What follows belongs to an exercise in optimizing a design on an open flow for small area, a short achievable clock period and few clock cycles per item; a production flow would make more cautious choices.
Only simulation tests tie the RTL to the original design; equivalence was not proved.

==> flow/design.v (outline; a module is shown in full before it is edited, if it fits) <==
// module fir_mac_seq: 5463 lines
// module fir_sat: 7 lines
// module fir_fa: 4 lines
// module fir_fa1: 4 lines
// module fir_ha: 4 lines
// module fir_ppbit: 5 lines
// module fir_ppbit0: 5 lines
// module fir_and2: 3 lines
// module fir_ao22: 3 lines
// module fir_xor2: 3 lines
module fir_mac_seq #(
  parameter int DW    = 16,
  parameter int CW    = 16,
  parameter int TAPS  = 8,
  parameter int SHIFT = 15
) (
  input  logic                      clk,
  input  logic                      reset,
  input  logic                      in_valid,
  output logic                      in_ready,
  input  logic [DW-1:0]             x_in,
  input  logic                      mode,
  input  logic                      coef_we,
  input  logic                      coef_sel,
  input  logic [$clog2(TAPS)-1:0]   coef_addr,
  input  logic [CW-1:0]             coef_data,
  output logic                      coef_err,
  output logic                      out_valid,
  input  logic                      out_ready,
  output logic [DW-1:0]             y_out,
  output logic                      out_sat
);
  // ...
==> flow/flow/run.sh <==
#!/bin/bash
set -euo pipefail
knobs='SETUP_SLACK_MARGIN=7.5 "BUFFER_PORTS_ARGS=-buffer_cell sky130_fd_sc_hd__buf_2" "CTS_ARGS=-sink_clustering_enable -repair_clock_nets -dont_use_dummy_load"'
sed "s|\"\${@:-finish}\"|$knobs \"\${@:-finish}\"|" standard.sh > standard_tuned.sh
grep -q 'SETUP_SLACK_MARGIN=7.5' standard_tuned.sh
bash standard_tuned.sh finish > flow.log 2>&1
==> flow/standard.sh <==
#!/bin/bash
# synth_recipe.tcl (not shown) runs the flow's synth.tcl, then flattens the netlist and writes it again
# the make line also repeats each setting of config.mk as NAME=value (left out here)
make -C /OpenROAD-flow-scripts/flow DESIGN_CONFIG=/design/flow/config.mk WORK_HOME=/design/flow/orfs CLKGATE_MAP_FILE= SYNTH_SCRIPT=/design/flow/synth_recipe.tcl "${@:-finish}"
==> flow/config.mk <==
export PLATFORM = sky130hd
export DESIGN_NAME = fir_mac_seq
export DESIGN_NICKNAME = fir_mac_seq
export VERILOG_FILES = /design/flow/design.v
export SDC_FILE = /design/flow/constraint.sdc
export NUM_CORES = 4
export LEC_CHECK = 0
export CAP_MARGIN = 20
export CORE_MARGIN = 2
export CORE_UTILIZATION = 55
export SLEW_MARGIN = 20
export SYNTH_HIERARCHICAL = 1
export SYNTH_MINIMUM_KEEP_SIZE = 0
==> flow/constraint.sdc <==
create_clock -name core_clock -period 11.0 [get_ports {clk}]
set_input_delay 2.2000 -clock core_clock [delete_from_list [all_inputs] [get_ports {clk}]]
set_output_delay 2.2000 -clock core_clock [all_outputs]
set_load 0.01 [all_outputs]
==> results.yml, run 1 <==
drt:
  highest_layer: "met5"
  vias_per_cell: 6.95
  met1_length_mm: 110
cells_and_area:
  num-nets-final: 6825
  buffers: 412
  final_cell_count_no_fill: 7381
  multi_input_area_share_pct: 58.5
synth:
  synthAdderAreaFrac_pct: 31.3
  synth_top_family_by_area: "adder cells"
  synthTopCellsByCount: "1,152 x a22o_1, 1,104 x xor2_1, 1,086 x fa_1"
worst_setup_path:
  end_kind: "flip-flop"
  start_kind: "flip-flop"
  path_buf_inv: 0
  path_max_fanout: 8
  setup.worst_path.start: "cf0[1][4]"
clock_tree:
  clock-sinks: 994
  root_buffer: "clkbuf_16"
  cts_tree: "yes"
  cts_resized: 444
  cts_setup_buffers: 145
sta:
  fmax_ghz: 0.262
  setup_violations: 0
worst_hold_path:
  hold_path.class: "flip-flop to flip-flop"
  hold_end: "r2_372"
placement:
  hpwl_mm: 212
global_routing:
  met3_usage_pct: 21.0
die:
  rows: 133
  core-area_um2: 131000
outcome:
  status: "finished clean"
Testbench counts, summed over its fixed seeds: cycles 2,088, items 2,048.
==> run 2: changes to the inputs <==
--- a/flow/config.mk
+++ b/flow/config.mk
@@ -7,7 +7,7 @@
 export LEC_CHECK = 0
 export CAP_MARGIN = 20
 export CORE_MARGIN = 2
-export CORE_UTILIZATION = 55
+export CORE_UTILIZATION = 65
 export SLEW_MARGIN = 20
 export SYNTH_HIERARCHICAL = 1
 export SYNTH_MINIMUM_KEEP_SIZE = 0
==> results.yml, run 2 <==
global_routing:
  antenna_found_initial: 30
  grt_usage_pct: 48.5
  grt-ovfl-total: 0
  grt_max_degree: 79
  use_met2_pct: 68.9
  grt_pass1_wl_mm: 382
  first_global_vias: 51000
  grt.busiest_layer: "met2"
  use_met1_pct: 58.3
  met3_usage_pct: 28.4
worst_setup_path:
  start_kind: "flip-flop"
  slowest_delay_ns: 1.01
  crit_family: "adder cells"
  path_buf_inv: 1
  crit_type: "flip-flop to flip-flop"
  end_kind: "flip-flop"
  crit_slowest_cell: "edfxtp_1"
  worstPathArrival_ns: 4.58
  crit_top_cell: "fa_1"
  r2r_slack_ns: 6.97
  path_max_fanout: 6
  worstPathCellList: "a22o_4 -> buf_12 -> a22o_1 -> xor2_1 -> fa_1 -> fa_1 -> fa_1"
  crit_required_ns: 11.55
synth:
  netlist_area_um2: 72500
  synthArstFlopShare_pct: 3.72
  syn_inst: 5117
  ys_seq_area_share_pct: 35.3
  ys_ff_latch: 994
  yosys_warnings: 8
  syn-mean-instance-area_um2: 14.2
  synth_edf_count: 550
  yosysMostFrequentCell: "a22o_1"
  ys_top_cells_by_area: "fa_1 30%, edfxtp_1 23%, a22o_1 14%"
  synth_top_cell_area_share_pct: 30.0
  yosys.area.top_type: "fa_1"
  synthTopCellsByCount: "1,152 x a22o_1, 1,104 x xor2_1, 1,086 x fa_1"
  synth_cell_types: 81
  synth_top_flop_cell: "edfxtp_1"
sta:
  finalCritPeriodShare_pct: 36.6
  min_period_ns: 4.03
  report.final.slew_viol_count: 0
  setup_violations: 0
  fin_setup_tns_ns: 0
  fmax_ghz: 0.248
  relSlewSlack_pct: 30.1
  worstMarginPinSlew_ns: 1.05
  finalHoldViolCount: 0
  setup_slack_ns: 6.97
  rsz0062_at_grt: "yes"
  finClkSkew_ns: 0.0942
cells_and_area:
  largest_register_ffs: 192
  fin_util_pct: 75.1
  synthToLayoutAreaGrowth_pct: 14.8
  multiInputGateArea_um2: 48700
  final-seq-area_um2: 25700
  regMostFlops: "dly"
  final_cell_mix: "1,059 x a22o_1, 1,051 x xor2_1, 832 x fa_1"
  top_regs: "dly x192, cf0 x128, cf1 x128"
  num-nets-final: 6798
  final_common_cell: "a22o_1"
  final_layout_size_suffix_gt1_share_pct: 19.8
  fillCellCount: 6803
clock_tree:
  cts.path.max_buffers: 3
  cts_tree: "yes"
  cts_buffers: 107
  clock-sinks: 994
  htreeDepth: 3
  clk_pin_slew_worst_paths_ns: 0.07
  clk_latency_ns: 0.74
  root_buffer: "clkbuf_16"
run:
  maxCapViolations: 0
outcome:
  status: "finished clean"
placement:
  hpwl_mm: 201
  dp_worst_setup_slack_ns: 6.36
  place.gp.congestion: 1.06
  port_buffers: 61
drt:
  num_vias: 53100
  detail-route-antenna-nets: 0
  drt_iter0_markers: 8523
  wl_per_cell_um: 42.1
  dr.pass1.iters: 8
  wl_mm: 299
  drc: 0
  vias_per_cell: 7.48
die:
  die_w_um: 338
  rows: 122
  start_util_pct: 65.5
  die_h_um: 338
  dieArea_um2: 114000
  io_pins: 62
  core-area_um2: 111000
worst_hold_path:
  hold_path.class: "flip-flop to flip-flop"
[run 2: cell counts after synthesis]
No cell type changed its count.
[run 2: final timing paths]
check / startpoint / to / depth (start not counted)
worst max-delay path: cf0[0][8] / r1_216 / 7
worst min-delay path: r1_1 / r2_308 / 0
worst min register to register: r1_1 / r2_308 / 0
max in group asynchronous: reset / ov / 2
min in group asynchronous: reset / dv[0] / 2
worst max register to register: cf0[0][8] / r1_216 / 7
[run 2: kinds of logic after synthesis]
group           after synthesis  share of synthesized area [%]
other cells                   2                         0.0104
buf+inv                     187                           1.10
compound gates             1293                           15.3
flops                       994                           35.3
simple gates                295                           2.27
mux                          76                           1.31
xor+xnor                   1111                           13.4
fa+ha+maj                  1159                           31.3
[run 2: area by class of cell]
cell class | instances | share of cell area (%)
Multi-Input combinational cell | 3959 | 58.5
Sequential cell | 994 | 30.9
Inverter | 130 | 0.590
Tap cell | 1488 | 2.24
Antenna cell | 19 | 0.0572
Clock buffer | 107 | 3.22
Timing Repair Buffer | 405 | 4.50
[run 2: modules after synthesis (local to each module, per instance), a selection]
module       flip-flops and latches  area (um^2)  times used  cells
fir_sat                           0         1930           1    269
fir_xor2                          0         8.76        1088      1
fir_and2                          0         6.26          64      1
fir_ha                            0         12.5          23      1
fir_ao22                          0         8.76        1024      1
fir_fa1                           0         27.5           9      5
fir_fa                            0         20.0        1085      1
fir_mac_seq                     994        29400           1   1519
[run 2: routing by layer]
layer  part of all wire, %  up-vias
li1                      -    19600
met1                    32    26700
met2                    40     5235
met3                    19     1529
met4                   8.6       56
met5                  0.65        -
[run 2: metrics by stage]
step                instances  instance area, um^2  hold slack, ns
finish                   7102                83200           0.319
global route             7086                83100           0.315
CTS                      6907                80100           0.311
detailed placement       6729                75600           0.314
global placement         6729                75600           0.311
floorplan                5118                72900           0.310
[run 2: timing repair]
item / in CTS / in global routing
hold buffers: 0 / 0
resized for setup: 277 / 311
endpoints found under the setup margin: 406 / 248
setup buffers: 63 / 162
pin swaps: 25 / 109
cloned: 8 / 14
==> run 3: changes to the inputs <==
==> flow/flow/run.sh (replaced) <==
#!/bin/bash
set -euo pipefail
knobs='SETUP_SLACK_MARGIN=7.2 "BUFFER_PORTS_ARGS=-buffer_cell sky130_fd_sc_hd__buf_2" "CTS_ARGS=-sink_clustering_enable -repair_clock_nets -dont_use_dummy_load"'
sed "s|\"\${@:-finish}\"|$knobs \"\${@:-finish}\"|" standard.sh > standard_tuned.sh
grep -q 'SETUP_SLACK_MARGIN=7.2' standard_tuned.sh
bash standard_tuned.sh finish > flow.log 2>&1
--- a/flow/config.mk
+++ b/flow/config.mk
@@ -7,7 +7,7 @@
 export LEC_CHECK = 0
 export CAP_MARGIN = 20
 export CORE_MARGIN = 2
-export CORE_UTILIZATION = 65
+export CORE_UTILIZATION = 55
 export SLEW_MARGIN = 20
 export SYNTH_HIERARCHICAL = 1
 export SYNTH_MINIMUM_KEEP_SIZE = 0
==> results.yml, run 3 <==
synth:
  ys_top_cells_by_area: "fa_1 30%, edfxtp_1 23%, a22o_1 14%"
  netlist_area_um2: 72500
  synthSimpleGateAreaFrac_pct: 2.27
  yosysMostFrequentCell: "a22o_1"
  ys_seq_area_share_pct: 35.3
  synth_top_flop_cell: "edfxtp_1"
  yosys.area.top_type: "fa_1"
  syn-mean-instance-area_um2: 14.2
  yosys_warnings: 8
  synth_cell_types: 81
  synth_top_family_by_area: "adder cells"
  synthMuxAreaShare_pct: 1.31
  synth_edf_count: 550
  synthTopCellsByCount: "1,152 x a22o_1, 1,104 x xor2_1, 1,086 x fa_1"
  synth_compound_area_share_pct: 15.3
  synthArstFlopShare_pct: 3.72
  syn_inst: 5117
  synth_top_cell_area_share_pct: 30.0
  synthXorXnorAreaFrac_pct: 13.4
  ys_ff_latch: 994
  synthAdderAreaFrac_pct: 31.3
clock_tree:
  clk_pin_slew_worst_paths_ns: 0.06
  root_buffer: "clkbuf_16"
  clk_latency_ns: 0.78
  cts_tree: "yes"
  postCtsHoldBufs: 0
  cts.path.max_buffers: 3
  clock-sinks: 994
  cts_buffers: 112
  htreeDepth: 3
drt:
  dr.pass1.iters: 5
  wl_per_cell_um: 37.7
  num_vias: 48200
  drc: 0
  wl_mm: 270
  detail-route-antenna-nets: 0
  drt_iter0_markers: 5632
  vias_per_cell: 6.73
global_routing:
  antenna_found_initial: 19
  grt_usage_pct: 40.0
  grt_max_degree: 61
  first_global_vias: 48300
  grt-ovfl-total: 0
  grt_pass1_wl_mm: 378
sta:
  report.final.slew_viol_count: 0
  finClkSkew_ns: 0.105
  finalHoldViolCount: 0
  setup_violations: 0
  fin_setup_tns_ns: 0
  relSlewSlack_pct: 21.8
  rsz0062_at_grt: "yes"
  min_period_ns: 3.81
  fmax_ghz: 0.263
  finalCritPeriodShare_pct: 34.6
  worstMarginPinSlew_ns: 1.17
cells_and_area:
  final_cell_count_no_fill: 7154
  regMostFlops: "dly"
  top_regs: "dly x192, cf0 x128, cf1 x128"
  final_cell_mix: "1,102 x xor2_1, 1,081 x fa_1, 1,043 x a22o_1"
  fillCellCount: 10400
  synthToLayoutAreaGrowth_pct: 10.4
  final_layout_size_suffix_gt1_share_pct: 10.8
  num-nets-final: 6601
  largest_register_ffs: 192
  final_common_cell: "xor2_1"
worst_setup_path:
  slowest_delay_ns: 0.96
  crit_slowest_cell: "edfxtp_1"
  crit_top_cell: "fa_1"
  worstPathCellList: "a22o_1 -> xor2_1 -> fa_1 -> fa_1 -> fa_1 -> fa_1"
  start_kind: "flip-flop"
  crit_type: "flip-flop to flip-flop"
  end_kind: "flip-flop"
  path_max_fanout: 18
  worstPathArrival_ns: 4.37
  crit_required_ns: 11.56
die:
  io_pins: 62
  rows: 133
  dieArea_um2: 135000
  core-area_um2: 131000
  start_util_pct: 55.3
  die_h_um: 367
  die_w_um: 367
worst_hold_path:
  hold_path.class: "flip-flop to flip-flop"
placement:
  hpwl_mm: 210
  port_buffers: 61
  dpl.cell_count: 6988
  place.gp.congestion: 1.01
run:
  maxCapViolations: 0
outcome:
  status: "finished clean"
-- run 3: kinds of logic after synthesis --
group / Yosys count
compound gates: 1293
fa+ha+maj: 1159
xor+xnor: 1111
flops: 994
simple gates: 295
buf+inv: 187
mux: 76
other cells: 2
-- run 3: metal layers --
layer / track usage [%] / up-vias / routed length (um)
met3: 18.0 / 583 / 41600
li1: - / 19100 / -
met4: 9.90 / 20 / 8450
met5: 0 / - / 164
met1: 54.5 / 25300 / 105000
met2: 58.4 / 3140 / 115000
-- run 3: per-stage QoR --
step                      area [um^2]  utilization [%]  hold WS [ns]  setup slack, ns
final                           80000             61.0         0.326             7.19
after global routing            80000             61.0         0.334             7.17
after CTS                       78900             60.2         0.327             7.09
after detailed placement        75600             57.6         0.314             5.94
after global placement          75600             57.6         0.312             5.93
after floorplan                 72600                -         0.310             7.04
-- run 3: critical path, delay by kind of cell, from the launching register on --
family                     cells  cell delay, ns
xor gates and xnor gates       1            0.09
DFF                            1            0.96
adders and majority gates      4            2.32
AOI/OAI and AO/OA              1            0.28
-- run 3: modules after synthesis, one instance, submodules excluded, excerpt --
| module | area (um^2) | cells inside |
|---|---|---|
| fir_mac_seq | 29400 | 1519 |
| fir_sat | 1930 | 269 |
| fir_fa | 20.0 | 1 |
| fir_ha | 12.5 | 1 |
| fir_ao22 | 8.76 | 1 |
| fir_and2 | 6.26 | 1 |
-- run 3: area by class of cell --
| type | count | area [um^2] | share of cell area, % |
|---|---|---|---|
| diodes | 1 | 2.50 | 0.00313 |
| clock buffers | 112 | 2800 | 3.50 |
| inverters | 130 | 489 | 0.611 |
| multi-input cells | 3938 | 47100 | 58.8 |
| flip-flops and latches | 994 | 25600 | 32.0 |
| well taps | 1755 | 2200 | 2.74 |
| repair buffers | 224 | 1830 | 2.29 |
-- run 3: what timing repair did --
action | CTS | global route
resized for setup | 163 | 85
endpoints found under the setup margin | 359 | 135
gates cloned | 1 | 0
buffers inserted | 7 | 43
pin swaps | 0 | 5
-- run 3: path summary, 6_finish.rpt --
path | cells past startpoint | endpoint | slack [ns] | from
max reg2reg | 6 | r1_121 | 7.19 | dly[0][2]
min in group asynchronous | 2 | owed[2] | 1.62 | reset
min | 0 | r2_310 | 0.33 | r1_5
max | 6 | r1_121 | 7.19 | dly[0][2]
min reg2reg | 0 | r2_310 | 0.33 | r1_5
max in group asynchronous | 2 | ov | 8.78 | reset
==> run 4: changes to the inputs <==
==> flow/flow/run.sh (replaced) <==
#!/bin/bash
set -euo pipefail
knobs='SETUP_SLACK_MARGIN=7.3 "BUFFER_PORTS_ARGS=-buffer_cell sky130_fd_sc_hd__buf_2" "CTS_ARGS=-sink_clustering_enable -repair_clock_nets -dont_use_dummy_load"'
sed "s|\"\${@:-finish}\"|$knobs \"\${@:-finish}\"|" standard.sh > standard_tuned.sh
grep -q 'SETUP_SLACK_MARGIN=7.3' standard_tuned.sh
bash standard_tuned.sh finish > flow.log 2>&1
--- a/flow/config.mk
+++ b/flow/config.mk
@@ -7,7 +7,7 @@
 export LEC_CHECK = 0
 export CAP_MARGIN = 20
 export CORE_MARGIN = 2
-export CORE_UTILIZATION = 55
+export CORE_UTILIZATION = 60
 export SLEW_MARGIN = 20
 export SYNTH_HIERARCHICAL = 1
 export SYNTH_MINIMUM_KEEP_SIZE = 0
==> results.yml, run 4 <==
outcome:
  status: "finished clean"
worst_setup_path:
  crit_type: "flip-flop to flip-flop"
  crit_top_cell: "fa_1"
  r2r-end: "r1_63"
  critPathCapture: "r1_63"
  worstPathCellList: "a22o_4 -> a22o_1 -> xor2_1 -> fa_1 -> fa_1 -> fa_1 -> fa_1"
  crit_slowest_cell: "fa_1"
  reg2regPathDepth: 7
  r2r_slack_ns: 7.23
  crit_required_ns: 11.60
  path_max_fanout: 17
  slowest_delay_ns: 0.65
  setup.worst_path.start: "sl1[0]"
  worstPathArrival_ns: 4.37
  start_kind: "flip-flop"
  end_kind: "flip-flop"
  reg2reg_from: "sl1[0]"
global_routing:
  grt_max_degree: 111
  first_global_vias: 48100
  grt_usage_pct: 41.2
  grt-ovfl-total: 0
  antenna_found_initial: 17
  grt_pass1_wl_mm: 357
cells_and_area:
  final_common_cell: "xor2_1"
  final_layout_size_suffix_gt1_share_pct: 10.6
  regMostFlops: "dly"
  num-nets-final: 6553
  top_regs: "dly x192, cf0 x128, cf1 x128"
  synthToLayoutAreaGrowth_pct: 9.50
  final_cell_mix: "1,100 x xor2_1, 1,063 x fa_1, 1,040 x a22o_1"
  design_area_um2: 79400
  largest_register_ffs: 192
sta:
  setup_violations: 0
  relSlewSlack_pct: 25.9
  finClkSkew_ns: 0.0931
  report.final.slew_viol_count: 0
  min_period_ns: 3.77
  fin_setup_tns_ns: 0
  worstMarginPinSlew_ns: 1.11
  fmax_ghz: 0.266
  rsz0062_at_grt: "yes"
  finalHoldViolCount: 0
  finalCritPeriodShare_pct: 34.2
synth:
  synth_top_cell_area_share_pct: 30.0
  yosysMostFrequentCell: "a22o_1"
  synth_edf_count: 550
  yosys_warnings: 8
  synthSimpleGateAreaFrac_pct: 2.27
  syn-mean-instance-area_um2: 14.2
  ys_top_cells_by_area: "fa_1 30%, edfxtp_1 23%, a22o_1 14%"
  synth_top_flop_cell: "edfxtp_1"
  synthXorXnorAreaFrac_pct: 13.4
  syn_inst: 5117
  yosys.area.top_type: "fa_1"
  synth_top_family_by_area: "adder cells"
  netlist_area_um2: 72500
  ys_ff_latch: 994
  synthArstFlopShare_pct: 3.72
  synthTopCellsByCount: "1,152 x a22o_1, 1,104 x xor2_1, 1,086 x fa_1"
  synth_cell_types: 81
  synth_compound_area_share_pct: 15.3
  ys_seq_area_share_pct: 35.3
  synthAdderAreaFrac_pct: 31.3
  synthMuxAreaShare_pct: 1.31
die:
  dieArea_um2: 124000
  core-area_um2: 120000
  die_w_um: 352
  rows: 127
  start_util_pct: 60.5
  io_pins: 62
  die_h_um: 352
clock_tree:
  cts_buffers: 110
  cts.path.max_buffers: 3
  cts_tree: "yes"
  htreeDepth: 3
  clock-sinks: 994
  clk_latency_ns: 0.75
  root_buffer: "clkbuf_16"
  postCtsHoldBufs: 0
  clk_pin_slew_worst_paths_ns: 0.06
placement:
  place.gp.congestion: 1.05
  port_buffers: 61
  dpl-instance-area_um2: 75300
  hpwl_mm: 198
drt:
  drt_iter0_markers: 6121
  detail-route-antenna-nets: 0
  drc: 0
  vias_per_cell: 6.82
  num_vias: 47500
  wl_per_cell_um: 36.4
  dr.pass1.iters: 8
  wl_mm: 253
run:
  maxCapViolations: 0
worst_hold_path:
  hold_path.class: "flip-flop to flip-flop"
==> run 4: cell counts after synthesis <==
Identical to the previous run, type by type.
==> run 4: cells by family after synthesis <==
family          after synthesis
compound gates             1293
fa+ha+maj                  1159
xor+xnor                   1111
flops                       994
simple gates                295
buf+inv                     187
mux                          76
other cells                   2
==> run 4: layer usage <==
| metal | global-route usage, % | vias to the layer above | part of all wire, % |
|---|---|---|---|
| met3 | 21.4 | 586 | 16 |
| met1 | 52.9 | 24700 | 37 |
| met2 | 61.5 | 3163 | 43 |
| met4 | 11.0 | 18 | 3.7 |
| met5 | 0.863 | - | 0.10 |
| li1 | - | 19000 | - |
==> run 4: stage by stage <==
stage	cells	hold WS, ns	utilization [%]	worst slack, ns
2_1_floorplan	5118	0.310	-	6.99
4_1_cts	6949	0.304	65.8	7.29
6_report	6965	0.322	66.2	7.23
3_5_place_dp	6828	0.315	62.9	5.81
5_1_grt	6962	0.304	66.2	7.28
3_3_place_gp	6828	0.314	62.9	5.86
==> run 4: layout make-up <==
class / instances / area (um^2)
Sequential cell: 994 / 25700
Fill cell: 8971 / 40500
Timing Repair Buffer: 176 / 1260
Antenna cell: 3 / 7.51
Inverter: 130 / 489
Clock buffer: 110 / 2750
Tap cell: 1612 / 2020
Multi-Input combinational cell: 3940 / 47200
==> run 4: what timing repair did <==
action,4_1_cts,5_1_grt
buffers inserted,10,9
resized for setup,204,66
cloned,1,2
pin swaps,1,5
endpoints found under the setup margin,405,65
endpoints found under the hold margin,0,0
==> run 4: worst min-delay path by stage <==
stage,depth (start not counted),startpoint,slack [ns],endpoint
2_1_floorplan,0,r1_0,0.31,r2_307
3_3_place_gp,0,r1_5,0.31,r2_310
3_5_place_dp,0,r1_5,0.32,r2_310
4_1_cts,0,r1_306,0.30,r2_372
5_1_grt,0,r1_306,0.30,r2_372
6_report,0,r1_306,0.32,r2_372
==> run 4: Yosys stat by module (local to each module, per instance), a selection <==
| module | times used | cell area, um^2 | flops+latches | cells inside |
|---|---|---|---|---|
| fir_ao22 | 1024 | 8.76 | 0 | 1 |
| fir_mac_seq | 1 | 29400 | 994 | 1519 |
| fir_sat | 1 | 1930 | 0 | 269 |
| fir_xor2 | 1088 | 8.76 | 0 | 1 |
| fir_fa1 | 9 | 27.5 | 0 | 5 |
| fir_ha | 23 | 12.5 | 0 | 1 |
| fir_fa | 1085 | 20.0 | 0 | 1 |
| fir_and2 | 64 | 6.26 | 0 | 1 |
==> run 4: worst max-delay path: cells and delay by family (launching register included) <==
family                     cells  cell delay [ns]
adders and majority gates      4             2.00
DFF                            1             0.52
xor gates and xnor gates       1             0.51
AOI/OAI and AO/OA              2             0.58

separate check: timing with driven ports:
Ports are ideal in the flow. The routed layouts listed here were re-timed in OpenROAD.
Step 1: set_driving_cell puts a clkbuf_16 on clk and a buf_2 on each other input, an assumption about the parent block.
Step 2, shift: input delay + t, output delay - t, t = (earliest + latest rising clock arrival at the registers) / 2. This alone moves slack from input paths to output paths.
a / b / c = ideal ports / drivers / drivers and shift; a / b = the first two.
run | shift t [ns] | slack for setup (ns) | worst setup path at the end | slew at the worst register clock pin (ns) | worst slew at a driven data input, ns
run 1 | 0.800 | 7.183 / 7.183 / 6.798 | input to register | 0.06 / 0.06 | 0.03
run 2 | 0.779 | 6.974 / 6.974 / 6.793 | input to register | 0.07 / 0.07 | 0.06
run 3 | 0.806 | 7.195 / 7.195 / 6.610 | input to register | 0.06 / 0.06 | 0.04
run 4 | 0.781 | 7.234 / 7.234 / 6.651 | input to register | 0.07 / 0.07 | 0.03
After both steps every run listed still meets setup and hold. For run 3, which loses most, drivers alone change the setup slack by 0.000 ns; drivers and shift together by -0.585 ns.
